Source: an optimization exercise on an open RTL-to-GDS flow (aim: small area). Production flows keep margins and buffers that such runs may drop. In this exercise RTL edits were held to simulation tests only and were not proved equivalent to the original. Power is estimated from default activity; no workload was simulated.

==> design.v <==
package efi_cfg_pkg;
    localparam int unsigned NUM_REGS = 16;
    localparam int unsigned REG_W    = 16;
    localparam int unsigned ADDR_W   = 4;
    localparam int unsigned BUSY_W   = 6;
    localparam int unsigned REG_MODE      = 0;
    localparam int unsigned REG_TOOTH_CNT = 1;
    localparam int unsigned REG_TOOTH_W   = 2;
    localparam int unsigned REG_MISSING   = 3;
    localparam int unsigned REG_TRIG_OFS  = 4;
    localparam int unsigned REG_QPR       = 5;
    localparam int unsigned REG_PHASE_A   = 6;
    localparam int unsigned REG_PHASE_B   = 7;
    localparam int unsigned REG_PHASE_C   = 8;
    localparam int unsigned REG_PHASE_D   = 9;
    localparam int unsigned REG_TIMING    = 10;
    localparam int unsigned REG_DWELL     = 11;
    localparam int unsigned REG_INJ_A_PW  = 12;
    localparam int unsigned REG_INJ_B_PW  = 13;
    typedef enum logic [2:0] {
        ERR_NONE    = 3'd0,
        ERR_ZERO    = 3'd1,
        ERR_MISSING = 3'd2,
        ERR_GEOM    = 3'd3,
        ERR_TIMEOUT = 3'd4,
        ERR_ABORT   = 3'd5
    } err_code_e;
    typedef enum logic [1:0] {
        ST_IDLE      = 2'd0,
        ST_VALIDATE  = 2'd1,
        ST_WAIT_SAFE = 2'd2,
        ST_COMMIT    = 2'd3
    } state_e;
    function automatic logic [REG_W-1:0] reg_default(input int unsigned idx);
        logic [REG_W-1:0] val;
        case (idx)
            REG_MODE:      val = 16'h0017;
            REG_TOOTH_CNT: val = 16'd60;
            REG_TOOTH_W:   val = 16'd128;
            REG_MISSING:   val = 16'd2;
            REG_QPR:       val = 16'd7680;
            REG_PHASE_B:   val = 16'd2560;
            REG_PHASE_C:   val = 16'd5120;
            REG_TIMING:    val = 16'd427;
            REG_DWELL:     val = 16'd960;
            REG_INJ_A_PW:  val = 16'd2000;
            default:       val = 16'd0;
        endcase
        reg_default = val;
    endfunction
    function automatic logic [NUM_REGS*REG_W-1:0] default_bank();
        logic [NUM_REGS*REG_W-1:0] bank;
        for (int unsigned i = 0; i < NUM_REGS; i++) begin
            bank[i*REG_W +: REG_W] = reg_default(i);
        end
        default_bank = bank;
    endfunction
endpackage
module cfg_geom_check
(
    input  logic [15:0] tooth_cnt,
    input  logic [15:0] tooth_w,
    input  logic [15:0] missing,
    input  logic [15:0] qpr,
    output logic        ok,
    output logic [2:0]  code
);
    logic [16:0] prod_lo;
    logic [15:0] w_suffix;    
    logic        prod_hi;
    assign prod_lo = 17'(tooth_cnt) * 17'(tooth_w);
    always_comb begin
        w_suffix[15] = tooth_w[15];
        for (int k = 14; k >= 0; k--) w_suffix[k] = w_suffix[k+1] | tooth_w[k];
        prod_hi = 1'b0;
        for (int i = 1; i < 16; i++) prod_hi = prod_hi | (tooth_cnt[i] & w_suffix[16-i]);
    end
    always_comb begin
        code = efi_cfg_pkg::ERR_NONE;
        if (tooth_cnt == 16'd0 || qpr == 16'd0) begin
            code = efi_cfg_pkg::ERR_ZERO;
        end else if (missing >= tooth_cnt) begin
            code = efi_cfg_pkg::ERR_MISSING;
        end else if (prod_hi || prod_lo != {1'b0, qpr}) begin
            code = efi_cfg_pkg::ERR_GEOM;
        end
        ok = (code == efi_cfg_pkg::ERR_NONE);
    end
endmodule
module cfg_commit_ctrl
#(
    parameter int unsigned NREGS       = efi_cfg_pkg::NUM_REGS,
    parameter int unsigned TIMEOUT_CYC = 1000000
) (
    input  logic                   clk,
    input  logic                   rst_n,
    input  logic                   wr_en,
    input  logic [3:0]             wr_addr,
    input  logic [15:0]            wr_data,
    input  logic                   commit_req,
    input  logic                   abort,
    input  logic                   synced,
    input  logic                   trigger,
    input  logic [5:0]             outputs_busy,
    output logic [NREGS*16-1:0]    active_regs,
    output logic                   shadow_dirty,
    output logic                   commit_pending,
    output logic                   commit_done,
    output logic                   commit_err,
    output logic [2:0]             err_code
);
    localparam int unsigned REG_W  = efi_cfg_pkg::REG_W;
    localparam int unsigned BANK_W = NREGS * REG_W;
    localparam logic [BANK_W-1:0] DEF_BANK = BANK_W'(efi_cfg_pkg::default_bank());
    localparam logic [19:0] TMO_LAST = 20'h82ca6;
    logic [1:0]        state;
    logic [1:0]        state_nxt;
    logic [BANK_W-1:0] shadow;
    logic [19:0]       tmo;
    logic              geom_ok;
    logic [2:0]        geom_code;
    logic              safe;
    logic              tmo_hit;
    logic              st_idle, st_val, st_wait, st_commit;
    cfg_geom_check u_geom (
        .tooth_cnt (shadow[efi_cfg_pkg::REG_TOOTH_CNT*REG_W +: REG_W]),
        .tooth_w   (shadow[efi_cfg_pkg::REG_TOOTH_W*REG_W +: REG_W]),
        .missing   (shadow[efi_cfg_pkg::REG_MISSING*REG_W +: REG_W]),
        .qpr       (shadow[efi_cfg_pkg::REG_QPR*REG_W +: REG_W]),
        .ok        (geom_ok),
        .code      (geom_code)
    );
    assign st_idle   = (state == 2'd0);
    assign st_val    = (state == 2'd1);
    assign st_wait   = (state == 2'd2);
    assign st_commit = (state == 2'd3);
    assign safe    = !synced || (trigger && (outputs_busy == 6'd0));
    assign tmo_hit = (tmo == TMO_LAST);
    always_comb begin
        state_nxt = 2'd0;
        if (st_idle) begin
            if (commit_req && !abort) state_nxt = 2'd1;
        end else if (st_val) begin
            if (!abort && geom_ok) state_nxt = 2'd2;
        end else if (st_wait) begin
            if (abort)         state_nxt = 2'd0;
            else if (safe)     state_nxt = 2'd3;
            else if (!tmo_hit) state_nxt = 2'd2;
        end
    end
    always_ff @(posedge clk) begin
        if (!rst_n) state <= 2'd0;
        else        state <= state_nxt;
    end
    assign commit_pending = !st_idle;
    always_ff @(posedge clk) begin
        tmo[0] <= st_wait & (tmo[19] ^ tmo[16]);
        for (int i = 1; i < 20; i++) tmo[i] <= st_wait & ~tmo[i-1];
    end
    always_ff @(posedge clk) begin
        if (!rst_n) begin
            err_code <= efi_cfg_pkg::ERR_NONE;
        end else if (st_idle) begin
            if (commit_req && !abort) err_code <= efi_cfg_pkg::ERR_NONE;
        end else if (st_val) begin
            if (abort)         err_code <= efi_cfg_pkg::ERR_ABORT;
            else if (!geom_ok) err_code <= geom_code;
        end else if (st_wait) begin
            if (abort)                err_code <= efi_cfg_pkg::ERR_ABORT;
            else if (!safe && tmo_hit) err_code <= efi_cfg_pkg::ERR_TIMEOUT;
        end
    end
    assign commit_err = (err_code != 3'd0);
    always_ff @(posedge clk) begin
        if (!rst_n) begin
            shadow_dirty <= 1'b0;
            commit_done  <= 1'b0;
        end else begin
            shadow_dirty <= wr_en | (shadow_dirty & !st_commit);
            commit_done  <= st_commit;
        end
    end
    logic [NREGS-1:0] s_load0, s_load1, s_keep;
    logic [15:0]      wd1;
    logic             a_load0, a_keep;
    logic [BANK_W-1:0] shadow_d, active_d;
    always_comb begin
        for (int r = 0; r < NREGS; r++) begin
            s_load0[r] = wr_en && (wr_addr == 4'(r)) && rst_n;
            s_load1[r] = (wr_en && (wr_addr == 4'(r))) || !rst_n;
            s_keep[r]  = !(wr_en && (wr_addr == 4'(r))) && rst_n;
        end
        wd1     = wr_data | {16{!rst_n}};
        a_load0 = st_commit && rst_n;
        a_keep  = !st_commit && rst_n;
        for (int r = 0; r < NREGS; r++) begin
            for (int b = 0; b < REG_W; b++) begin
                if (DEF_BANK[r*REG_W+b]) begin
                    shadow_d[r*REG_W+b] = (s_load1[r] & wd1[b]) | (s_keep[r] & shadow[r*REG_W+b]);
                    active_d[r*REG_W+b] = (a_load0 & shadow[r*REG_W+b]) | (a_keep & active_regs[r*REG_W+b]) | !rst_n;
                end else begin
                    shadow_d[r*REG_W+b] = (s_load0[r] & wr_data[b]) | (s_keep[r] & shadow[r*REG_W+b]);
                    active_d[r*REG_W+b] = (a_load0 & shadow[r*REG_W+b]) | (a_keep & active_regs[r*REG_W+b]);
                end
            end
        end
    end
    always_ff @(posedge clk) begin
        shadow      <= shadow_d;
        active_regs <= active_d;
    end
endmodule
==> run.sh <==
#!/bin/bash
# synth_recipe.tcl (not shown) runs the flow's synth.tcl, then flattens the netlist and writes it again
# the make line also repeats each setting of config.mk as NAME=value (left out here)
make -C /OpenROAD-flow-scripts/flow DESIGN_CONFIG=/design/flow/config.mk WORK_HOME=/design/flow/orfs CLKGATE_MAP_FILE= SYNTH_SCRIPT=/design/flow/synth_recipe.tcl finish
==> config.mk <==
export PLATFORM = sky130hd
export DESIGN_NAME = cfg_commit_ctrl
export DESIGN_NICKNAME = cfg_commit_ctrl
export VERILOG_FILES = /design/flow/design.v
export SDC_FILE = /design/flow/constraint.sdc
export NUM_CORES = 4
export LEC_CHECK = 0
export CAP_MARGIN = 20
export CORE_MARGIN = 2
export CORE_UTILIZATION = 40
export CTS_BUF_LIST = sky130_fd_sc_hd__clkbuf_4
export SLEW_MARGIN = 20
==> constraint.sdc <==
create_clock -name core_clock -period 10.0 [get_ports {clk}]
set_input_delay 2.0000 -clock core_clock [delete_from_list [all_inputs] [get_ports {clk}]]
set_output_delay 2.0000 -clock core_clock [all_outputs]
set_load 0.01 [all_outputs]
==> summary.md, run 1 <==
| Metric | Value |
|---|---|
| Asr flop ratio synth | 0 |
| Post-Syn Nets | 2132 |
| Period utilization | 0.631 |
| Seq/Total Area, Yosys | 0.513 |
| CP Capture Type | register |
| Synthesized cell area | 0.0217 mm2 |
| Post-synth EDFFs | 34 |
| Leak pwr | 10.7 nW |
| Final Instance Area | 0.0270 mm2 |
| Post-Syn Instances | 1939 |
| DRT antenna net count | 0 |
| Crit-path leading delay family | adder cells |
| Hold Slack | 0.416 ns |
| Initial DRC Count | 1182 |
| CORE AREA | 0.0537 mm2 |
| Count leader, synth | dfxtp_1 |
| H-tree Lvls | 4 |
| Root buf cell | clkbuf_4 |
| Worst Tran Pin Value | 1.07 ns |
| Max clock buf depth | 3 |
| Slew Viols, Final | 0 |
| Die Ht | 237 um |
| Layout cells sized above 1 | 0.121 |
| PostCTS Resize Cnt | 0 |
| CP peak stage delay | 0.81 ns |
| Via density | 5.50 |
| Post-Layout Cell Count | 3053 |
| Synthesized area per cell | 11.2 um2 |
| Starting Density | 0.404 |
| RSZ-0062 raised after global routing | false |
| Setup slack after layout | 3.69 ns |
| CTS tree | built |
| Setup TNS | 0 ns |
| TritonRoute pass-1 iters | 5 |
| Status | no timing/DRC/antenna violations |
| Inserted Clock Buffers | 142 |
| Setup crit start kind | register |
| #FFs+latches synth | 539 |
| Routed len/inst | 23.0 um |
| Syn-to-layout area delta | 24.6% |
| GRT overflow | 0 |
| Worst-path clk slew | 0.07 ns |
| Top cell type's share of synthesized area | 0.466 |
| Placed cell area | 0.0252 mm2 |
| Slowest-stage cell, CP | dfxtp_1 |
| Synth top area cells | dfxtp_1 47%, a22o_1 17%, fa_1 8.7%, edfxtp_1 4.7%, ha_1 3.8% |
| VDD IR max | 0.0918 mV |
| Fin util | 0.504 |
| Clock Sinks | 539 |
| HP Class | reg -> reg |
| Maxcap violations | 0 |
| Worst endpoint required time | 10.82 ns |
| Worst-path cell chain | nand2_1 > fa_1 > fa_1 > fa_1 > fa_1 > fa_1 > fa_1 > inv_1 > ha_1 > nand3_1 > nand2_1 > a41o_1 > o41ai_1 > xnor2_1 > nor4_2 > nand4_1 > or2_1 > a221oi_2 |
| Number of warnings issued by yosys | 2 |
| First-pass GRT wire length | 106000 um |
| Final min period | 6.31 ns |
| Via count | 16779 |
| Final WL | 70100 um |
| CP bufs+invs | 1 |
| Clock skew | 0.0804 ns |
| Crit Path Max Fanout | 17 |
| Worst EP arrival | 7.12 ns |
| Inst Count DP | 2810 |
| Netlist cell types | 63 |
| Setup bufs post-CTS | 0 |
| Die width | 237 um |
| Total track usage | 0.251 |
| Ports | 296 |
| Number of nets in the layout | 2451 |
| Row count | 85 |
| Largest net degree at the start of global routing | 80 |
| # DRC | 0 |
| Critical path type | reg -> reg |
| Final hold violations | 0 |
| Place WS | 3.76 ns |
| Area leader, netlist | dfxtp_1 |
| Gpl congestion | 0.905 |
| Max-slew headroom | 0.281 |
| Port Buffers | 295 |
| Worst skew pair latency | 0.99 ns |
| Initial antenna violation count | 2 |
| CTS hold repair buffers | 0 |
| Vias in the first global route | 17390 |
| P per Cell Area | 163 mW/mm2 |
| Post-layout power | 4.41 mW |
| Setup violations, final | 0 |
| Fmax | 159 MHz |
| Cell mode on critical path | fa_1 |
| Synth top cells by count | 505 x dfxtp_1, 420 x a22o_1, 141 x inv_1, 134 x clkbuf_1, 123 x nand2_1 |
| Dominant synthesized flop cell | dfxtp_1 |
| Final HPWL DP | 47100 um |
| Die Area | 0.0561 mm2 |
[state kept, by name, indices dropped and copies added (netlist names), named ones only]
name and flops:
err_code 3, state 2, commit_done 1, shadow_dirty 1, active_regs 256, shadow 222
tmo 20
[final timing paths]
check,startpoint,to,slack (ns),depth (start not counted)
min,tmo[11],tmo[12],0.42,1
max,shadow[36],err_code[2],3.69,18
max reg2reg,shadow[36],err_code[2],3.69,18
min reg2reg,tmo[11],tmo[12],0.42,1
[power breakdown]
| group | switching, mW | internal, mW |
|---|---|---|
| combinational | 0.144 | 0.0674 |
| sequential | 0.0321 | 2.20 |
| clock | 0.924 | 1.04 |
| total | 1.10 | 3.31 |
[cells in the final DEF (no fill, tap or decap), drive strengths merged, types with 19 or more instances in the layout]
| cell type | n |
|---|---|
| a21oi | 29 |
| a22o | 422 |
| and2 | 61 |
| buf | 29 |
| clkbuf | 210 |
| clkdlybuf4s50 | 294 |
| clkinv | 20 |
| dfxtp | 505 |
| edfxtp | 34 |
| fa | 94 |
| ha | 66 |
| inv | 145 |
| nand2 | 123 |
| nand2b | 19 |
| nor2 | 78 |
| o21ai | 40 |
| o22a | 31 |
| xnor2 | 40 |
[final cells by class]
class	count	area [um2]
multi-input combinational	1110	9520
clock inverter	31	254
clock buffer	210	1580
sequential	539	11100
antenna	2	5.00
fill	4913	26700
inverter	142	538
timing repair buffer	323	3160
tap	696	871
[layer usage]
| metal | track usage | wire length [um] |
|---|---|---|
| met3 | 0.0882 | 5980 |
| met2 | 0.398 | 32900 |
| met5 | 0 | 0 |
| met4 | 0.0844 | 1570 |
| met1 | 0.319 | 29600 |
[kinds of logic (layout without fill, tap and decap cells)]
| kind of cell | count (synthesis) | after routing | synth area share |
|---|---|---|---|
| xor gates and xnor gates | 52 | 52 | 0.0223 |
| AOI/OAI and AO/OA | 553 | 553 | 0.211 |
| adders and majority gates | 160 | 160 | 0.125 |
| other | 0 | 2 | 0 |
| DFF | 539 | 539 | 0.513 |
| and+or+nand+nor | 345 | 345 | 0.0784 |
| buffers and inverters | 290 | 706 | 0.0512 |
==> run 2, diff against run 1 <==
--- a/config.mk
+++ b/config.mk
@@ -8,5 +8,6 @@
 export CAP_MARGIN = 20
 export CORE_MARGIN = 2
 export CORE_UTILIZATION = 40
-export CTS_BUF_LIST = sky130_fd_sc_hd__clkbuf_4
+export CTS_CLUSTER_DIAMETER = 50
+export CTS_CLUSTER_SIZE = 20
 export SLEW_MARGIN = 20
==> summary.md, run 2 <==
| Metric | Value |
|---|---|
| Ports | 296 (unchanged) |
| Most frequent cells in the layout | 505 x dfxtp_1, 420 x a22o_1, 294 x clkdlybuf4s50_1, 141 x inv_1, 123 x nand2_1 |
| R2R Setup Slk | 3.73 ns (+0.04 ns) |
| Largest net degree at the start of global routing | 80 (unchanged) |
| Top cell type's share of synthesized area | 0.466 (unchanged) |
| Die Area | 0.0561 mm2 (unchanged) |
| Setup violations, final | 0 (unchanged) |
| Worst Tran Pin Value | 1.09 ns (+0.0144 ns) |
| Initial DRC Count | 1203 (+1.8%) |
| Synth top cells by count | 505 x dfxtp_1, 420 x a22o_1, 141 x inv_1, 134 x clkbuf_1, 123 x nand2_1 |
| Post-Syn Instances | 1939 (unchanged) |
| Synth top area cells | dfxtp_1 47%, a22o_1 17%, fa_1 8.7%, edfxtp_1 4.7%, ha_1 3.8% |
| Worst reg-to-reg path cell count | 18 (unchanged) |
| CP bufs+invs | 1 (unchanged) |
| Die Ht | 237 um (unchanged) |
| Routed len/inst | 23.7 um (+3.3%) |
| Setup crit start kind | register |
| Place WS | 3.76 ns (unchanged) |
| Worst-path cell chain | nand2_1 > fa_1 > fa_1 > fa_1 > fa_1 > fa_1 > fa_1 > inv_1 > ha_1 > nand3_1 > nand2_1 > a41o_1 > o41ai_1 > xnor2_1 > nor4_2 > nand4_1 > or2_1 > a221oi_2 |
| Worst R2R Start | shadow[33] |
| DRT antenna net count | 0 (unchanged) |
| GRT overflow | 0 (unchanged) |
| Worst path depth | 18 (unchanged) |
| Status | no timing/DRC/antenna violations |
| HP Class | reg -> reg |
| Fmax | 160 MHz (+0.66%) |
| Post-synth EDFFs | 34 (unchanged) |
| Starting Density | 0.404 (unchanged) |
| Max-slew headroom | 0.272 (-0.00967) |
| Via count | 16146 (-3.8%) |
| Layout cells sized above 1 | 0.0640 (-0.0570) |
| #FFs+latches synth | 539 (unchanged) |
| Area leader, netlist | dfxtp_1 |
| CTS hold repair buffers | 0 (unchanged) |
| Initial antenna violation count | 0 (-2) |
| Hold Path Stages | 1 (unchanged) |
| Hold Path Sink | tmo[7] |
| Max FFs per register | 256 (unchanged) |
| Asr flop ratio synth | 0 (unchanged) |
| Clock Sinks | 539 (unchanged) |
| Total track usage | 0.243 (-0.00794) |
| Critical path type | reg -> reg |
| Gpl congestion | 0.905 (unchanged) |
| Biggest regs | active_regs: 256 flops, shadow: 222 flops, tmo: 20 flops |
| P per Cell Area | 163 mW/mm2 (about the same) |
| Final hold violations | 0 (unchanged) |
| Crit Path Max Fanout | 19 (+2) |
| Seq/Total Area, Yosys | 0.513 (unchanged) |
| Final Instance Area | 0.0269 mm2 (-0.64%) |
| Worst-path clk slew | 0.07 ns (about the same) |
| Post-Syn Nets | 2132 (unchanged) |
| Number of warnings issued by yosys | 2 (unchanged) |
| Post-layout power | 4.38 mW (-0.72%) |
| Root buf cell | clkbuf_16 |
| Setup bufs post-CTS | 0 (unchanged) |
| Row count | 85 (unchanged) |
| Syn-to-layout area delta | 23.8% |
| CORE AREA | 0.0537 mm2 (unchanged) |
| Count leader, synth | dfxtp_1 |
| Final min period | 6.27 ns (-0.0416 ns) |
| Critical R2R Capture | err_code[2] |
| Port Buffers | 295 (unchanged) |
| Worst EP arrival | 6.75 ns (-0.37 ns) |
| TritonRoute pass-1 iters | 5 (unchanged) |
| Slowest-stage cell, CP | dfxtp_1 |
| Setup slack after layout | 3.73 ns (+0.0417 ns) |
| Netlist cell types | 63 (unchanged) |
| CP Capture Type | register |
| Final HPWL DP | 47100 um (unchanged) |
| PostCTS Resize Cnt | 0 (unchanged) |
| Hold Slack | 0.412 ns (-0.00428 ns) |
| Period utilization | 0.627 (-0.00416) |
| RSZ-0062 raised after global routing | false |
| Leak pwr | 10.5 nW (-2.4%) |
| Max clock buf depth | 3 (unchanged) |
| Worst min-delay path startpoint | tmo[6] |
| Via density | 5.57 (+1.3%) |
| H-tree Lvls | 2 (-2) |
| Most common cell after layout, fill and taps aside | dfxtp_1 |
| # DRC | 0 (unchanged) |
| First-pass GRT wire length | 104000 um (-2.1%) |
| Biggest register | active_regs |
| Cell mode on critical path | fa_1 |
| Worst endpoint required time | 10.49 ns (-0.33 ns) |
| Dominant synthesized flop cell | dfxtp_1 |
| N_diodes | 0 (-2) |
| Slew Viols, Final | 0 (unchanged) |
| Worst skew pair latency | 0.61 ns (-0.38 ns) |
| CP peak stage delay | 0.75 ns (-0.06 ns) |
| Clock skew | 0.0304 ns (-0.0500 ns) |
| Maxcap violations | 0 (unchanged) |
| Setup TNS | 0 ns (unchanged) |
| Synthesized area per cell | 11.2 um2 (unchanged) |
| Vias in the first global route | 16536 (-4.9%) |
| Placed cell area | 0.0252 mm2 (unchanged) |
| Number of nets in the layout | 2357 (-3.8%) |
| Die width | 237 um (unchanged) |
| CTS tree | built |
| Synthesized cell area | 0.0217 mm2 (unchanged) |
| Final WL | 68800 um (-1.9%) |
| VDD IR max | 0.121 mV (+32%) |
| Crit-path leading delay family | adder cells |
| Inserted Clock Buffers | 47 (-67%) |
==> run 2: cell counts after synthesis <==
No cell type changed its count.
==> run 2: area by class of cell <==
class | count | area, um2
fillers | 4832 | 26800
flip-flops and latches | 539 | 11100
multi-input cells | 1110 | 9510
repair buffers | 324 | 3170
clock buffers | 55 | 1240
well taps | 696 | 871
inverters | 142 | 538
clock inverters | 33 | 420
==> run 2: power breakdown <==
part,switching (mW),internal (mW)
logic,0.143,0.0674
registers,0.0324,2.20
clock network,0.902,1.03
==> run 2: cell families after synthesis <==
kind of cell             Yosys count  synth area share
adder cells (fa/ha/maj)          160             0.125
buffers and inverters            290            0.0512
flip-flops                       539             0.513
AND/OR/NAND/NOR                  345            0.0784
XOR/XNOR                          52            0.0223
AO/OA/AOI/OAI                    553             0.211
==> run 2: per-layer routing <==
layer | share of wire | track usage
met1 | 0.43 | 0.322
met2 | 0.47 | 0.392
met3 | 0.081 | 0.0606
met4 | 0.026 | 0.0731
met5 | 0 | 0
==> run 2: worst max path at each step <==
| stage | start | endpoint |
|---|---|---|
| 6_report | shadow[33] | err_code[2] |
| 5_1_grt | shadow[33] | err_code[2] |
| 4_1_cts | shadow[33] | err_code[2] |
| 3_5_place_dp | shadow[33] | err_code[2] |
| 3_3_place_gp | shadow[33] | err_code[2] |
| 2_1_floorplan | shadow[33] | err_code[2] |
==> run 2: worst reg2reg max path: stages (launching register included) <==
cell,delay (ns)
dfxtp_1,0.75
nand2_1,0.20
fa_1,0.55
fa_1,0.58
fa_1,0.45
fa_1,0.58
fa_1,0.43
fa_1,0.49
inv_1,0.04
ha_1,0.33
nand3_1,0.09
nand2_1,0.05
a41o_1,0.23
o41ai_1,0.31
xnor2_1,0.13
nor4_2,0.19
nand4_1,0.22
or2_1,0.28
a221oi_2,0.26
==> run 2: per-stage QoR <==
stage,utilization,std cells
detailed placement,0.469,2810
global placement,0.469,2809
CTS,0.500,2898
global route,0.500,2899
finish,0.500,2899
floorplan,-,1939
==> run 3, diff against run 2 <==
--- a/config.mk
+++ b/config.mk
@@ -8,6 +8,6 @@
 export CAP_MARGIN = 20
 export CORE_MARGIN = 2
 export CORE_UTILIZATION = 40
-export CTS_CLUSTER_DIAMETER = 50
-export CTS_CLUSTER_SIZE = 20
+export CTS_CLUSTER_DIAMETER = 60
+export CTS_CLUSTER_SIZE = 25
 export SLEW_MARGIN = 20
==> summary.md, run 3 <==
| Metric | Value |
|---|---|
| Status | no timing/DRC/antenna violations |
| Setup TNS | 0 ns (unchanged) |
| Syn-to-layout area delta | 22.6% |
| Slew Viols, Final | 0 (unchanged) |
| Initial antenna violation count | 1 (+1) |
| Top cell type's share of synthesized area | 0.466 (unchanged) |
| Setup slack after layout | 3.73 ns (-0.00801 ns) |
| CP peak stage delay | 0.75 ns (about the same) |
| Final WL | 68500 um (-0.39%) |
| Clock Sinks | 539 (unchanged) |
| Period utilization | 0.627 (+0.000801) |
| Hold Path Stages | 1 (unchanged) |
| DRT antenna net count | 0 (unchanged) |
| Largest net degree at the start of global routing | 80 (unchanged) |
| Wire length on met2 | 31700 um (-0.79%) |
| Inserted Clock Buffers | 38 (-19%) |
| Placed cell area | 0.0252 mm2 (unchanged) |
| Routed len/inst | 23.8 um (+0.27%) |
| Final hold violations | 0 (unchanged) |
| Inst Count DP | 2810 (unchanged) |
| Worst-path cell chain | nand2_1 > fa_1 > fa_1 > fa_1 > fa_1 > fa_1 > fa_1 > inv_1 > ha_1 > nand3_1 > nand2_1 > a41o_1 > o41ai_1 > xnor2_1 > nor4_2 > nand4_1 > or2_1 > a221oi_2 |
| Dominant synthesized flop cell | dfxtp_1 |
| CTS hold repair buffers | 0 (unchanged) |
| Worst skew pair latency | 0.60 ns (about the same) |
| Via density | 5.56 (-0.14%) |
| Initial DRC Count | 1228 (+2.1%) |
| Final Instance Area | 0.0266 mm2 (-1.0%) |
| Worst Tran Pin Value | 1.07 ns (-0.0166 ns) |
| CP Capture Type | register |
| PostCTS Resize Cnt | 0 (unchanged) |
| Netlist cell types | 63 (unchanged) |
| Uppermost layer routed | met4 |
| Asr flop ratio synth | 0 (unchanged) |
| Final min period | 6.27 ns (+0.00801 ns) |
| Setup violations, final | 0 (unchanged) |
| Worst reg-to-reg path cell count | 18 (unchanged) |
| Number of nets in the layout | 2347 (-0.42%) |
| RSZ-0062 raised after global routing | false |
| R2R Setup Slk | 3.73 ns (about the same) |
| HP Class | reg -> reg |
| Worst-path clk slew | 0.09 ns (+0.02 ns) |
| Via count | 16018 (-0.79%) |
| Seq/Total Area, Yosys | 0.513 (unchanged) |
| Register Area | 0.0111 mm2 (unchanged) |
| Number of warnings issued by yosys | 2 (unchanged) |
| Most frequent cells in the layout | 505 x dfxtp_1, 420 x a22o_1, 294 x clkdlybuf4s50_1, 141 x inv_1, 123 x nand2_1 |
| Synth top cells by count | 505 x dfxtp_1, 420 x a22o_1, 141 x inv_1, 134 x clkbuf_1, 123 x nand2_1 |
| Fmax | 159 MHz (-0.13%) |
| Multi-input gate area | 0.00952 mm2 (about the same) |
| Slowest-stage cell, CP | dfxtp_1 |
| P per Cell Area | 157 mW/mm2 (-3.8%) |
| Max FFs per register | 256 (unchanged) |
| Synthesized cell area | 0.0217 mm2 (unchanged) |
| Max-slew headroom | 0.283 (+0.0111) |
| H-tree Lvls | 2 (unchanged) |
| CTS tree | built |
| Die Area | 0.0561 mm2 (unchanged) |
| Cell-internal power | 3.12 mW (-5.5%) |
| Fin util | 0.495 (-0.00503) |
| Cell mode on critical path | fa_1 |
| Combinational Power Share | 0.050 (+0.002) |
| Post-layout power | 4.17 mW (-4.8%) |
| Post-synth EDFFs | 34 (unchanged) |
| Row count | 85 (unchanged) |
| DR WL met3 | 5380 um (-3.3%) |
| GRT overflow | 0 (unchanged) |
| Place WS | 3.76 ns (unchanged) |
| Area leader, netlist | dfxtp_1 |
| Total track usage | 0.243 (-0.000594) |
| Most common cell after layout, fill and taps aside | dfxtp_1 |
| CORE AREA | 0.0537 mm2 (unchanged) |
| Post-Syn Instances | 1939 (unchanged) |
| Biggest register | active_regs |
| Hold Slack | 0.416 ns (+0.00432 ns) |
| Synth top area cells | dfxtp_1 47%, a22o_1 17%, fa_1 8.7%, edfxtp_1 4.7%, ha_1 3.8% |
| Layout fillers | 4856 (+0.50%) |
| Clock skew | 0.0366 ns (+0.00617 ns) |
| TritonRoute pass-1 iters | 5 (unchanged) |
| Leak pwr | 10.3 nW (-1.5%) |
| Worst R2R Start | shadow[33] |
| Net switching power | 1.05 mW (-2.6%) |
| Hold Path Sink | tmo[3] |
| Post-Layout Cell Count | 2880 (-0.66%) |
| Critical R2R Capture | err_code[2] |
| Vias in the first global route | 16400 (-0.82%) |
| Switch share | 0.252 (+0.00573) |
| Die Ht | 237 um (unchanged) |
| Crit Path Max Fanout | 19 (unchanged) |
| Flop pwr share | 0.535 (+0.026) |
| Synthesized area per cell | 11.2 um2 (unchanged) |
| Worst min-delay path startpoint | tmo[2] |
| Layout cells sized above 1 | 0.0572 (-0.00677) |
| Root buf cell | clkbuf_16 |
| Gpl congestion | 0.905 (unchanged) |
| Worst endpoint required time | 10.47 ns (-0.02 ns) |
| Biggest regs | active_regs: 256 flops, shadow: 222 flops, tmo: 20 flops |
| Die width | 237 um (unchanged) |
| Post-Syn Nets | 2132 (unchanged) |
| Met1 wire length | 29500 um (+0.34%) |
| Starting Density | 0.404 (unchanged) |
| VDD IR max | 0.123 mV (+1.6%) |
| # DRC | 0 (unchanged) |
| Setup bufs post-CTS | 0 (unchanged) |
| Clock power frac | 0.415 (-0.028) |
| Worst EP arrival | 6.75 ns (about the same) |
| Ports | 296 (unchanged) |
| #FFs+latches synth | 539 (unchanged) |
| Final HPWL DP | 47100 um (unchanged) |
| First-pass GRT wire length | 104000 um (-0.52%) |
| N_diodes | 0 (unchanged) |
| Max clock buf depth | 3 (unchanged) |
| Port Buffers | 295 (unchanged) |
| Setup crit start kind | register |
| Maxcap violations | 0 (unchanged) |
| Critical path type | reg -> reg |
| Count leader, synth | dfxtp_1 |
run 3: cell types whose count changed in the layout (fill, tap and decap cells not counted), sizes merged:
cell,before,now
clkbuf,55,44
clkinv,13,8
clkinvlp,1,4
inv,157,154
bufinv,4,2
buf,30,29
run 3: power groups by stage:
stage               Sequential, mW  Clock (mW)  Combinational, mW
floorplan                     2.26           0              0.125
global placement              2.28           0              0.207
detailed placement            2.28           0              0.211
CTS                           2.23        1.75              0.211
global route                  2.23        1.84              0.228
finish                        2.23        1.73              0.210
run 3: per-layer routing:
layer  vias up  track usage
li1       7274            -
met1      8075        0.323
met2       558        0.389
met3       111       0.0634
met4         0       0.0694
met5         -            0
run 3: cell type report:
class,count,share of cell area
sequential,539,0.418
multi-input combinational,1110,0.358
timing repair buffer,323,0.119
clock buffer,44,0.0389
tap,696,0.0327
inverter,142,0.0202
clock inverter,26,0.0134
run 3: cells by family (layout without fill, tap and decap cells):
family / count (synthesis) / count (layout) / synth area share
adders and majority gates: 160 / 160 / 0.125
buffers and inverters: 290 / 535 / 0.0512
xor gates and xnor gates: 52 / 52 / 0.0223
AOI/OAI and AO/OA: 553 / 553 / 0.211
and+or+nand+nor: 345 / 345 / 0.0784
DFF: 539 / 539 / 0.513
run 3: worst max path at each step:
stage | start | to | slack, ns | cells past startpoint
floorplan | shadow[33] | err_code[2] | 4.14 | 20
global placement | shadow[33] | err_code[2] | 3.88 | 18
detailed placement | shadow[33] | err_code[2] | 3.76 | 18
CTS | shadow[33] | err_code[2] | 3.71 | 18
global route | shadow[33] | err_code[2] | 3.36 | 20
finish | shadow[33] | err_code[2] | 3.73 | 18
run 3: critical path: cells and delay by family (launching register included):
family          cells  cell delay [ns]
buf+inv             1             0.04
fa+ha+maj           7             3.41
compound gates      3             0.79
flops               1             0.75
xor+xnor            1             0.13
simple gates        6             1.02
==> run 4, diff against run 3 <==
--- a/config.mk
+++ b/config.mk
@@ -8,6 +8,4 @@
 export CAP_MARGIN = 20
 export CORE_MARGIN = 2
 export CORE_UTILIZATION = 40
-export CTS_CLUSTER_DIAMETER = 60
-export CTS_CLUSTER_SIZE = 25
 export SLEW_MARGIN = 20
==> summary.md, run 4 <==
| Metric | Value |
|---|---|
| TritonRoute pass-1 iters | 8 (+3) |
| H-tree Lvls | 2 (unchanged) |
| HP Class | reg -> reg |
| Biggest regs | active_regs: 256 flops, shadow: 222 flops, tmo: 20 flops |
| Leak pwr | 10.6 nW (+2.5%) |
| CTS tree | built |
| Number of warnings issued by yosys | 2 (unchanged) |
| Initial DRC Count | 1222 (-0.49%) |
| Worst endpoint required time | 10.50 ns (+0.03 ns) |
| Slew Viols, Final | 0 (unchanged) |
| Row count | 85 (unchanged) |
| Total track usage | 0.244 (+0.00103) |
| Critical path type | reg -> reg |
| Die Ht | 237 um (unchanged) |
| Top cell type's share of synthesized area | 0.466 (unchanged) |
| RSZ-0062 raised after global routing | false |
| Largest net degree at the start of global routing | 80 (unchanged) |
| Fmax | 160 MHz (+0.62%) |
| Largest family of logic cells by synthesized area | compound AO/OA/AOI/OAI gates |
| CORE AREA | 0.0537 mm2 (unchanged) |
| CP Capture Type | register |
| Post-synthesis simple-gate area fraction | 0.0784 (unchanged) |
| Die width | 237 um (unchanged) |
| Worst R2R Start | shadow[36] |
| Final hold violations | 0 (unchanged) |
| Final Instance Area | 0.0271 mm2 (+1.8%) |
| Most frequent cells in the layout | 505 x dfxtp_1, 420 x a22o_1, 294 x clkdlybuf4s50_1, 141 x inv_1, 123 x nand2_1 |
| Netlist cell types | 63 (unchanged) |
| Synth Area in Compound Gates | 0.211 (unchanged) |
| Final WL | 69000 um (+0.70%) |
| Gpl congestion | 0.905 (unchanged) |
| GRT overflow | 0 (unchanged) |
| Number of nets in the layout | 2364 (+0.72%) |
| Worst-path clk slew | 0.06 ns (-0.03 ns) |
| Status | no timing/DRC/antenna violations |
| CTS hold repair buffers | 0 (unchanged) |
| Crit Path Max Fanout | 17 (-2) |
| Count leader, synth | dfxtp_1 |
| Port Buffers | 295 (unchanged) |
| First-pass GRT wire length | 104000 um (+0.79%) |
| Die Area | 0.0561 mm2 (unchanged) |
| Worst EP arrival | 6.74 ns (about the same) |
| Seq/Total Area, Yosys | 0.513 (unchanged) |
| Mux contribution to synthesized area | 0 (unchanged) |
| Asr flop ratio synth | 0 (unchanged) |
| Syn-to-layout area delta | 24.8% |
| Post-synth EDFFs | 34 (unchanged) |
| Hold Slack | 0.413 ns (-0.00286 ns) |
| P per Cell Area | 167 mW/mm2 (+7.0%) |
| Synthesized cell area | 0.0217 mm2 (unchanged) |
| Post-synthesis adder-cell area fraction | 0.125 (unchanged) |
| DRT antenna net count | 0 (unchanged) |
| Maxcap violations | 0 (unchanged) |
| Setup violations, final | 0 (unchanged) |
| R2R Setup Slk | 3.77 ns (+0.04 ns) |
| Final min period | 6.23 ns (-0.0389 ns) |
| Hold Path Stages | 1 (unchanged) |
| Via count | 16156 (+0.86%) |
| Area leader, netlist | dfxtp_1 |
| # DRC | 0 (unchanged) |
| Root buf cell | clkbuf_16 |
| Setup crit start kind | register |
| Ports | 296 (unchanged) |
| Synth top cells by count | 505 x dfxtp_1, 420 x a22o_1, 141 x inv_1, 134 x clkbuf_1, 123 x nand2_1 |
| Post-Synth XOR/XNOR Area | 0.0223 (unchanged) |
| VDD IR max | 0.131 mV (+6.1%) |
| Via density | 5.55 (-0.28%) |
| Synthesized area per cell | 11.2 um2 (unchanged) |
| Period utilization | 0.623 (-0.00389) |
| Setup TNS | 0 ns (unchanged) |
| Post-Syn Instances | 1939 (unchanged) |
| Worst min-delay path startpoint | tmo[2] |
| #FFs+latches synth | 539 (unchanged) |
| Hold Path Sink | tmo[3] |
| Worst skew pair latency | 0.63 ns (+0.03 ns) |
| PostCTS Resize Cnt | 0 (unchanged) |
| Inserted Clock Buffers | 55 (+45%) |
| Max-slew headroom | 0.283 (about the same) |
| Max clock buf depth | 3 (unchanged) |
| Post-Syn Nets | 2132 (unchanged) |
| Critical R2R Capture | err_code[2] |
| Worst Tran Pin Value | 1.07 ns (-0.000248 ns) |
| Vias in the first global route | 16638 (+1.5%) |
| Starting Density | 0.404 (unchanged) |
| Biggest register | active_regs |
| Worst reg-to-reg path cell count | 18 (unchanged) |
| Synth top area cells | dfxtp_1 47%, a22o_1 17%, fa_1 8.7%, edfxtp_1 4.7%, ha_1 3.8% |
| Max FFs per register | 256 (unchanged) |
| Final HPWL DP | 47100 um (unchanged) |
| Initial antenna violation count | 0 (-1) |
| Clock skew | 0.0386 ns (+0.00201 ns) |
| Most common cell after layout, fill and taps aside | dfxtp_1 |
| Setup bufs post-CTS | 0 (unchanged) |
| Placed cell area | 0.0252 mm2 (unchanged) |
| Dominant synthesized flop cell | dfxtp_1 |
| Clock Sinks | 539 (unchanged) |
| Routed len/inst | 23.7 um (-0.44%) |
| Layout cells sized above 1 | 0.0659 (+0.00865) |
==> run 4: cell types whose count changed in the layout (fill, tap and decap cells not counted), moves of 2 or more <==
cell / before / now
clkbuf_16: 40 / 57
clkbuf_1: 2 / 14
clkbuf_8: 2 / 11
clkinv_2: 1 / 10
clkinvlp_4: 4 / 0
clkinv_8: 3 / 0
inv_12: 3 / 0
inv_8: 4 / 2
==> run 4: metrics by stage <==
| stage | total power, mW | cells | util | worst slack [ns] |
|---|---|---|---|---|
| after floorplan | 2.38 | 1939 | - | 4.14 |
| after global placement | 2.48 | 2809 | 0.469 | 3.88 |
| after detailed placement | 2.49 | 2810 | 0.469 | 3.76 |
| after CTS | 4.57 | 2912 | 0.504 | 3.73 |
| after global routing | 4.68 | 2912 | 0.504 | 3.39 |
| final | 4.54 | 2913 | 0.504 | 3.77 |
==> run 4: area by class of cell <==
class	count	area, um2
Fill cell	4815	26600
Sequential cell	539	11100
Multi-Input combinational cell	1110	9520
Timing Repair Buffer	323	3160
Clock buffer	82	1630
Tap cell	696	871
Inverter	142	538
Clock inverter	20	239
Antenna cell	1	2.50
==> run 4: critical path: stages (launching register included) <==
cell,delay (ns)
dfxtp_1,0.80
nand2_1,0.19
fa_1,0.60
fa_1,0.44
fa_1,0.50
fa_1,0.58
fa_1,0.43
fa_1,0.49
inv_1,0.04
ha_1,0.33
nand3_1,0.09
nand2_1,0.05
a41o_1,0.22
o41ai_1,0.31
xnor2_1,0.13
nor4_2,0.19
nand4_1,0.21
or2_1,0.27
a221oi_2,0.26
==> run 4: worst max path at each step <==
stage / cells past startpoint / start / slack [ns] / to
6_report: 18 / shadow[36] / 3.77 / err_code[2]
4_1_cts: 20 / register / 3.73 / err_code[2]
5_1_grt: 20 / register / 3.39 / err_code[2]
2_1_floorplan: 20 / shadow[33] / 4.14 / err_code[2]
3_5_place_dp: 18 / shadow[33] / 3.76 / err_code[2]
3_3_place_gp: 18 / shadow[33] / 3.88 / err_code[2]
==> run 4: power by group <==
part           internal [mW]  total [mW]  switching, mW
logic                 0.0674       0.211          0.143
clock network           1.22        2.09          0.879
registers               2.20        2.23         0.0321
total                   3.48        4.54           1.05
==> run 4: logic make-up (layout without fill, tap and decap cells) <==
family                     Yosys count  count (layout)
other                                0               1
adders and majority gates          160             160
DFF                                539             539
xor gates and xnor gates            52              52
AOI/OAI and AO/OA                  553             553
and+or+nand+nor                    345             345
buffers and inverters              290             567
==> run 4: metal layers <==
metal / up-vias / part of all wire / track usage
met5: - / 0 / 0
met4: 0 / 0.029 / 0.0769
met3: 106 / 0.077 / 0.0600
met2: 547 / 0.47 / 0.392
met1: 8179 / 0.43 / 0.322
li1: 7324 / - / -
==> run 5, diff against run 4 <==
--- a/config.mk
+++ b/config.mk
@@ -8,4 +8,6 @@
 export CAP_MARGIN = 20
 export CORE_MARGIN = 2
 export CORE_UTILIZATION = 40
+export CTS_CLUSTER_DIAMETER = 70
+export CTS_CLUSTER_SIZE = 32
 export SLEW_MARGIN = 20
==> summary.md, run 5 <==
| Metric | Value |
|---|---|
| Max clock buf depth | 3 (unchanged) |
| Die width | 237 um (unchanged) |
| Maxcap violations | 0 (unchanged) |
| Hold Slack | 0.419 ns (+0.00574 ns) |
| Worst endpoint required time | 10.52 ns (+0.02 ns) |
| R2R Setup Slk | 3.72 ns (-0.04 ns) |
| Worst min-delay path startpoint | tmo[2] |
| CP Capture Type | register |
| Worst Tran Pin Value | 1.06 ns (-0.0104 ns) |
| Number of warnings issued by yosys | 2 (unchanged) |
| DRT antenna net count | 0 (unchanged) |
| PostCTS Resize Cnt | 0 (unchanged) |
| GRT overflow | 0 (unchanged) |
| Worst R2R Start | shadow[34] |
| Worst EP arrival | 6.80 ns (+0.06 ns) |
| Netlist cell types | 63 (unchanged) |
| N_diodes | 0 (-1) |
| Critical R2R Capture | err_code[2] |
| CTS hold repair buffers | 0 (unchanged) |
| First-pass GRT wire length | 103000 um (-1.3%) |
| Asr flop ratio synth | 0 (unchanged) |
| CORE AREA | 0.0537 mm2 (unchanged) |
| Placed cell area | 0.0252 mm2 (unchanged) |
| Setup TNS | 0 ns (unchanged) |
| Number of nets in the layout | 2339 (-1.1%) |
| Clock skew | 0.0584 ns (+0.0199 ns) |
| Worst reg-to-reg path cell count | 18 (unchanged) |
| Setup bufs post-CTS | 0 (unchanged) |
| Hold Path Stages | 1 (unchanged) |
| Row count | 85 (unchanged) |
| Via density | 5.57 (+0.51%) |
| Max-slew headroom | 0.290 (+0.00698) |
| Fmax | 159 MHz (-0.69%) |
| Die Area | 0.0561 mm2 (unchanged) |
| Biggest regs | active_regs: 256 flops, shadow: 222 flops, tmo: 20 flops |
| Final WL | 68300 um (-0.99%) |
| Vias in the first global route | 16286 (-2.1%) |
| Layout fillers | 4869 (+1.1%) |
| TritonRoute pass-1 iters | 6 (-2) |
| Post-Layout Cell Count | 2866 (-1.6%) |
| Initial antenna violation count | 1 (+1) |
| Clock power frac | 0.381 (-0.081) |
| Die Ht | 237 um (unchanged) |
| Via count | 15977 (-1.1%) |
| Cell-internal power | 2.89 mW (-17%) |
| Synthesized area per cell | 11.2 um2 (unchanged) |
| Fin util | 0.491 (-0.0133) |
| Slew Viols, Final | 0 (unchanged) |
| Syn-to-layout area delta | 21.5% |
| Count leader, synth | dfxtp_1 |
| H-tree Lvls | 1 (-1) |
| Post-synth EDFFs | 34 (unchanged) |
| Root buf cell | clkbuf_16 |
| Ports | 296 (unchanged) |
| #FFs+latches synth | 539 (unchanged) |
| Most frequent cells in the layout | 505 x dfxtp_1, 420 x a22o_1, 294 x clkdlybuf4s50_1, 141 x inv_1, 123 x nand2_1 |
| RSZ-0062 raised after global routing | false |
| Final HPWL DP | 47100 um (unchanged) |
| Final hold violations | 0 (unchanged) |
| VDD IR max | 0.149 mV (+14%) |
| Max FFs per register | 256 (unchanged) |
| Setup crit start kind | register |
| Flop pwr share | 0.565 (+0.073) |
| Area leader, netlist | dfxtp_1 |
| Inserted Clock Buffers | 30 (-45%) |
| Port Buffers | 295 (unchanged) |
| Leak pwr | 10.2 nW (-3.5%) |
| Starting Density | 0.404 (unchanged) |
| Post-Syn Nets | 2132 (unchanged) |
| Top cell type's share of synthesized area | 0.466 (unchanged) |
| Post-Syn Instances | 1939 (unchanged) |
| Crit Path Max Fanout | 18 (+1) |
| Initial DRC Count | 1222 (unchanged) |
| Seq/Total Area, Yosys | 0.513 (unchanged) |
| Switch share | 0.266 (+0.0338) |
| Worst-path clk slew | 0.10 ns (+0.04 ns) |
| Post-layout power | 3.95 mW (-13%) |
| P per Cell Area | 150 mW/mm2 (-11%) |
| Gpl congestion | 0.905 (unchanged) |
| Final min period | 6.28 ns (+0.0434 ns) |
| Largest net degree at the start of global routing | 80 (unchanged) |
| Clock Sinks | 539 (unchanged) |
| Period utilization | 0.628 (+0.00434) |
| Status | no timing/DRC/antenna violations |
| Routed len/inst | 23.8 um (+0.64%) |
| Setup slack after layout | 3.72 ns (-0.0434 ns) |
| Layout cells sized above 1 | 0.0521 (-0.0138) |
| Total track usage | 0.240 (-0.00403) |
| Synth top cells by count | 505 x dfxtp_1, 420 x a22o_1, 141 x inv_1, 134 x clkbuf_1, 123 x nand2_1 |
| Critical path type | reg -> reg |
| Synthesized cell area | 0.0217 mm2 (unchanged) |
| Setup violations, final | 0 (unchanged) |
| CTS tree | built |
| Place WS | 3.76 ns (unchanged) |
| Dominant synthesized flop cell | dfxtp_1 |
| Biggest register | active_regs |
| # DRC | 0 (unchanged) |
| Net switching power | 1.05 mW (-0.38%) |
| Synth top area cells | dfxtp_1 47%, a22o_1 17%, fa_1 8.7%, edfxtp_1 4.7%, ha_1 3.8% |
| HP Class | reg -> reg |
| Combinational Power Share | 0.053 (+0.007) |
| Hold Path Sink | tmo[3] |
| Most common cell after layout, fill and taps aside | dfxtp_1 |
| Inst Count DP | 2810 (unchanged) |
| Final Instance Area | 0.0264 mm2 (-2.6%) |
| Worst skew pair latency | 0.67 ns (+0.04 ns) |
run 5: cell types whose count changed in the layout (fill, tap and decap cells not counted), sizes merged:
cell,delta
clkbuf,-51
clkinv,-2
diode,-1
inv,+10
bufinv,-3
run 5: logic make-up after synthesis:
kind of cell	share of synthesized area
AO/OA/AOI/OAI	0.211
XOR/XNOR	0.0223
adder cells (fa/ha/maj)	0.125
buffers and inverters	0.0512
flip-flops	0.513
AND/OR/NAND/NOR	0.0784
run 5: area by class of cell:
type                            count  area, um2  share of cell area
Clock inverter                     25        402              0.0152
Multi-Input combinational cell   1110       9520               0.361
Sequential cell                   539      11100               0.422
Tap cell                          696        871              0.0330
Inverter                          142        538              0.0204
Timing Repair Buffer              323       3160               0.120
Clock buffer                       31        754              0.0286
run 5: power groups by stage:
stage | combinational (mW) | clock (mW) | sequential (mW)
final | 0.211 | 1.51 | 2.23
after global routing | 0.228 | 1.61 | 2.23
after floorplan | 0.125 | 0 | 2.26
after detailed placement | 0.211 | 0 | 2.28
after CTS | 0.211 | 1.53 | 2.23
after global placement | 0.207 | 0 | 2.28
run 5: routing by layer:
metal / wire [um] / vias to the layer above / global-route usage
met5: 0 / - / 0
met4: 1810 / 0 / 0.0577
met3: 5280 / 97 / 0.0577
met2: 31900 / 536 / 0.391
met1: 29400 / 8086 / 0.320
li1: - / 7258 / -
run 5: worst max-delay path, cell delays in order (launching register included):
cell and delay [ns]:
dfxtp_1 0.82, nand2_1 0.18, fa_1 0.53, fa_1 0.58, fa_1 0.45, fa_1 0.58
fa_1 0.43, fa_1 0.49, inv_1 0.04, ha_1 0.33, nand3_1 0.09, nand2_1 0.05
a41o_1 0.22, o41ai_1 0.31, xnor2_1 0.13, nor4_2 0.20, nand4_1 0.22, or2_1 0.27
a221oi_2 0.26
run 5: worst max-delay path by stage:
stage,start,endpoint,slack [ns]
3_5_place_dp,shadow[33],err_code[2],3.76
6_report,shadow[34],err_code[2],3.72
5_1_grt,shadow[33],err_code[2],3.36
2_1_floorplan,shadow[33],err_code[2],4.14
4_1_cts,register,err_code[2],3.71
3_3_place_gp,shadow[33],err_code[2],3.88
==> run 6, diff against run 5 <==
==> flow/run.sh (new file) <==
#!/bin/bash
# Standard layout, with each port buffered by the smallest buffer cell.
set -euo pipefail
export BUFFER_PORTS_ARGS="-buffer_cell sky130_fd_sc_hd__buf_1"
bash standard.sh > flow_standard.log 2>&1
==> standard.sh (new file) <==
#!/bin/bash
# synth_recipe.tcl (not shown) runs the flow's synth.tcl, then flattens the netlist and writes it again
# the make line also repeats each setting of config.mk as NAME=value (left out here)
make -C /OpenROAD-flow-scripts/flow DESIGN_CONFIG=/design/flow/config.mk WORK_HOME=/design/flow/orfs CLKGATE_MAP_FILE= SYNTH_SCRIPT=/design/flow/synth_recipe.tcl "${@:-finish}"
--- a/config.mk
+++ b/config.mk
@@ -8,6 +8,4 @@
 export CAP_MARGIN = 20
 export CORE_MARGIN = 2
 export CORE_UTILIZATION = 40
-export CTS_CLUSTER_DIAMETER = 70
-export CTS_CLUSTER_SIZE = 32
 export SLEW_MARGIN = 20
removed: run.sh
==> summary.md, run 6 <==
| Metric | Value |
|---|---|
| Status | no timing/DRC/antenna violations |
| Critical path type | reg -> reg |
| Die Ht | 237 um (unchanged) |
| Area leader, netlist | dfxtp_1 |
| Synthesized cell area | 0.0217 mm2 (unchanged) |
| Setup TNS | 0 ns (unchanged) |
| CTS hold repair buffers | 0 (unchanged) |
| Synthesized area per cell | 11.2 um2 (unchanged) |
| # DRC | 0 (unchanged) |
| Inst Count DP | 2806 (-0.14%) |
| Leak pwr | 9.92 nW (-2.9%) |
| Gpl congestion | 0.878 (-2.9%) |
| Row count | 85 (unchanged) |
| Max-slew headroom | 0.227 (-0.0627) |
| Worst Tran Pin Value | 1.16 ns (+0.0979 ns) |
| Layout cells sized above 1 | 0.0682 (+0.0161) |
| Final WL | 66700 um (-2.3%) |
| Max clock buf depth | 3 (unchanged) |
| Slowest-stage cell, CP | dfxtp_1 |
| Synth top area cells | dfxtp_1 47%, a22o_1 17%, fa_1 8.7%, edfxtp_1 4.7%, ha_1 3.8% |
| Most frequent cells in the layout | 505 x dfxtp_1, 420 x a22o_1, 293 x buf_1, 141 x inv_1, 122 x nand2_1 |
| First-pass GRT wire length | 99900 um (-3.1%) |
| Total track usage | 0.233 (-0.00673) |
| Crit-path leading delay family | adder cells |
| N_diodes | 0 (unchanged) |
| Initial antenna violation count | 0 (-1) |
| Period utilization | 0.650 (+0.0221) |
| Crit Path Max Fanout | 17 (-1) |
| Cell mode on critical path | fa_1 |
| Ports | 296 (unchanged) |
| DRT antenna net count | 0 (unchanged) |
| CP peak stage delay | 0.86 ns (+0.04 ns) |
| Setup crit start kind | register |
| Fmax | 154 MHz (-3.4%) |
| Die Area | 0.0561 mm2 (unchanged) |
| Final min period | 6.50 ns (+0.221 ns) |
| CP bufs+invs | 1 (unchanged) |
| Routed len/inst | 22.9 um (-3.8%) |
| Fin util | 0.472 (-0.0190) |
| Post-synth EDFFs | 34 (unchanged) |
| CTS tree | built |
| Post-Syn Instances | 1939 (unchanged) |
| Largest net degree at the start of global routing | 224 (+180%) |
| Max FFs per register | 256 (unchanged) |
| Met1 wire length | 28900 um (-1.7%) |
| Number of warnings issued by yosys | 2 (unchanged) |
| Die width | 237 um (unchanged) |
| H-tree Lvls | 2 (+1) |
| Netlist cell types | 63 (unchanged) |
| Uppermost layer routed | met4 |
| RSZ-0062 raised after global routing | false |
| GRT overflow | 0 (unchanged) |
| TritonRoute pass-1 iters | 5 (-1) |
| HP Class | reg -> reg |
| Worst endpoint required time | 10.48 ns (-0.04 ns) |
| Slew Viols, Final | 0 (unchanged) |
| Biggest register | active_regs |
| Root buf cell | clkbuf_16 |
| Via count | 16180 (+1.3%) |
| Setup bufs post-CTS | 0 (unchanged) |
| Worst EP arrival | 6.98 ns (+0.18 ns) |
| Final HPWL DP | 44600 um (-5.3%) |
| Most common cell after layout, fill and taps aside | dfxtp_1 |
| Inserted Clock Buffers | 55 (+83%) |
| Asr flop ratio synth | 0 (unchanged) |
| Initial DRC Count | 1428 (+17%) |
| P per Cell Area | 181 mW/mm2 (+21%) |
| Synth top cells by count | 505 x dfxtp_1, 420 x a22o_1, 141 x inv_1, 134 x clkbuf_1, 123 x nand2_1 |
| Maxcap violations | 0 (unchanged) |
| Biggest regs | active_regs: 256 flops, shadow: 222 flops, tmo: 20 flops |
| Worst skew pair latency | 0.64 ns (-0.03 ns) |
| Setup violations, final | 0 (unchanged) |
| PostCTS Resize Cnt | 0 (unchanged) |
| DR WL met3 | 4940 um (-6.4%) |
| Dominant synthesized flop cell | dfxtp_1 |
| CORE AREA | 0.0537 mm2 (unchanged) |
| Count leader, synth | dfxtp_1 |
| Worst-path clk slew | 0.06 ns (-0.04 ns) |
| Post-Syn Nets | 2132 (unchanged) |
| CP Capture Type | register |
| Post-Layout Cell Count | 2911 (+1.6%) |
| Port Buffers | 295 (unchanged) |
| Number of nets in the layout | 2361 (+0.94%) |
| Clock skew | 0.0677 ns (+0.00926 ns) |
| #FFs+latches synth | 539 (unchanged) |
| Placed cell area | 0.0233 mm2 (-7.4%) |
| Final hold violations | 0 (unchanged) |
| Wire length on met2 | 30800 um (-3.2%) |
| Clock Sinks | 539 (unchanged) |
| Worst-path cell chain | nand2_1 > fa_1 > fa_1 > fa_1 > fa_1 > fa_1 > fa_1 > inv_1 > ha_1 > nand3_1 > nand2_1 > a41o_1 > o41ai_1 > xnor2_1 > nor4_2 > nand4_1 > or2_1 > a221oi_2 |
| Seq/Total Area, Yosys | 0.513 (unchanged) |
| Top cell type's share of synthesized area | 0.466 (unchanged) |
| Syn-to-layout area delta | 16.8% |
| Via density | 5.56 (-0.29%) |
| Starting Density | 0.404 (unchanged) |
| Final Instance Area | 0.0253 mm2 (-3.9%) |
| Vias in the first global route | 16016 (-1.7%) |
| VDD IR max | 0.158 mV (+5.7%) |
==> run 6: cell counts after synthesis <==
No cell type changed its count.
==> run 6: kinds of logic after synthesis <==
family	after synthesis	share of synthesized area
AOI/OAI and AO/OA	553	0.211
adders and majority gates	160	0.125
xor gates and xnor gates	52	0.0223
and+or+nand+nor	345	0.0784
DFF	539	0.513
buffers and inverters	290	0.0512
==> run 6: path summary, 6_finish.rpt <==
path | start | endpoint | slack, ns | cells after the start
setup / recovery | shadow[36] | err_code[2] | 3.50 | 18
hold / removal | tmo[12] | tmo[13] | 0.40 | 1
setup reg to reg | shadow[36] | err_code[2] | 3.50 | 18
hold reg to reg | tmo[12] | tmo[13] | 0.40 | 1
==> run 6: area by class of cell <==
cell class | count | area [um2]
Timing Repair Buffer | 320 | 1330
Fill cell | 4932 | 28400
Clock inverter | 24 | 325
Inverter | 142 | 538
Sequential cell | 539 | 11100
Tap cell | 696 | 871
Clock buffer | 80 | 1640
Multi-Input combinational cell | 1110 | 9510
==> run 6: worst register-to-register path: stages, from the launching register on <==
cell	delay, ns
dfxtp_1	0.86
nand2_1	0.18
fa_1	0.59
fa_1	0.45
fa_1	0.51
fa_1	0.59
fa_1	0.44
fa_1	0.49
inv_1	0.04
ha_1	0.34
nand3_1	0.11
nand2_1	0.06
a41o_1	0.22
o41ai_1	0.38
xnor2_1	0.15
nor4_2	0.21
nand4_1	0.21
or2_1	0.27
a221oi_2	0.26
==> run 6: routing by layer <==
metal | global-route usage | up-vias
met2 | 0.370 | 544
met1 | 0.308 | 8199
met3 | 0.0616 | 111
li1 | - | 7326
met5 | 0 | -
met4 | 0.0779 | 0
==> run 6: power by group <==
part	switching, mW	total [mW]	internal [mW]
clock network	0.905	2.16	1.26
registers	0.0327	2.23	2.20
logic	0.141	0.198	0.0571
total	1.08	4.59	3.51
==> run 6: per-stage QoR <==
stage          total power [mW]  hold WS [ns]  setup slack [ns]
2_1_floorplan              2.38         0.383              4.14
3_3_place_gp               2.47         0.394              3.85
3_5_place_dp               2.47         0.400              3.64
4_1_cts                    4.62         0.403              3.59
5_1_grt                    4.74         0.427              3.16
6_report                   4.59         0.404              3.50

==> port drivers added, routing unchanged <==
How much do the figures lean on ideal ports? The routed layouts below were timed once more, with nothing changed but the port constraints. Step 1 assumes that a clkbuf_16 drives the clock port and a buf_2 every other input. Step 2 times the ports against the registers' clock, not the clock port: input delays grow and output delays shrink by t, the midpoint of the rising clock arrivals with the driver on. Slacks: no drivers / after step 1 / after step 2; pairs: no drivers / after step 1.
run | t, ns | slack for setup (ns) | worst setup path at the end | worst data-port slew with drivers (ns) | pins driven straight from the clock port
run 1 | 1.002 | 3.693 / 3.693 / 3.693 | register to register | 0.08 | 1
run 2 | 0.655 | 3.734 / 3.734 / 3.734 | register to register | 0.08 | 1
run 3 | 0.645 | 3.726 / 3.726 / 3.726 | register to register | 0.09 | 1
run 4 | 0.665 | 3.765 / 3.765 / 3.765 | register to register | 0.08 | 1
run 5 | 0.694 | 3.722 / 3.722 / 3.722 | register to register | 0.08 | 1
run 6 | 0.667 | 3.500 / 3.500 / 3.500 | register to register | 0.07 | 1
After both steps every run listed still meets setup and hold.
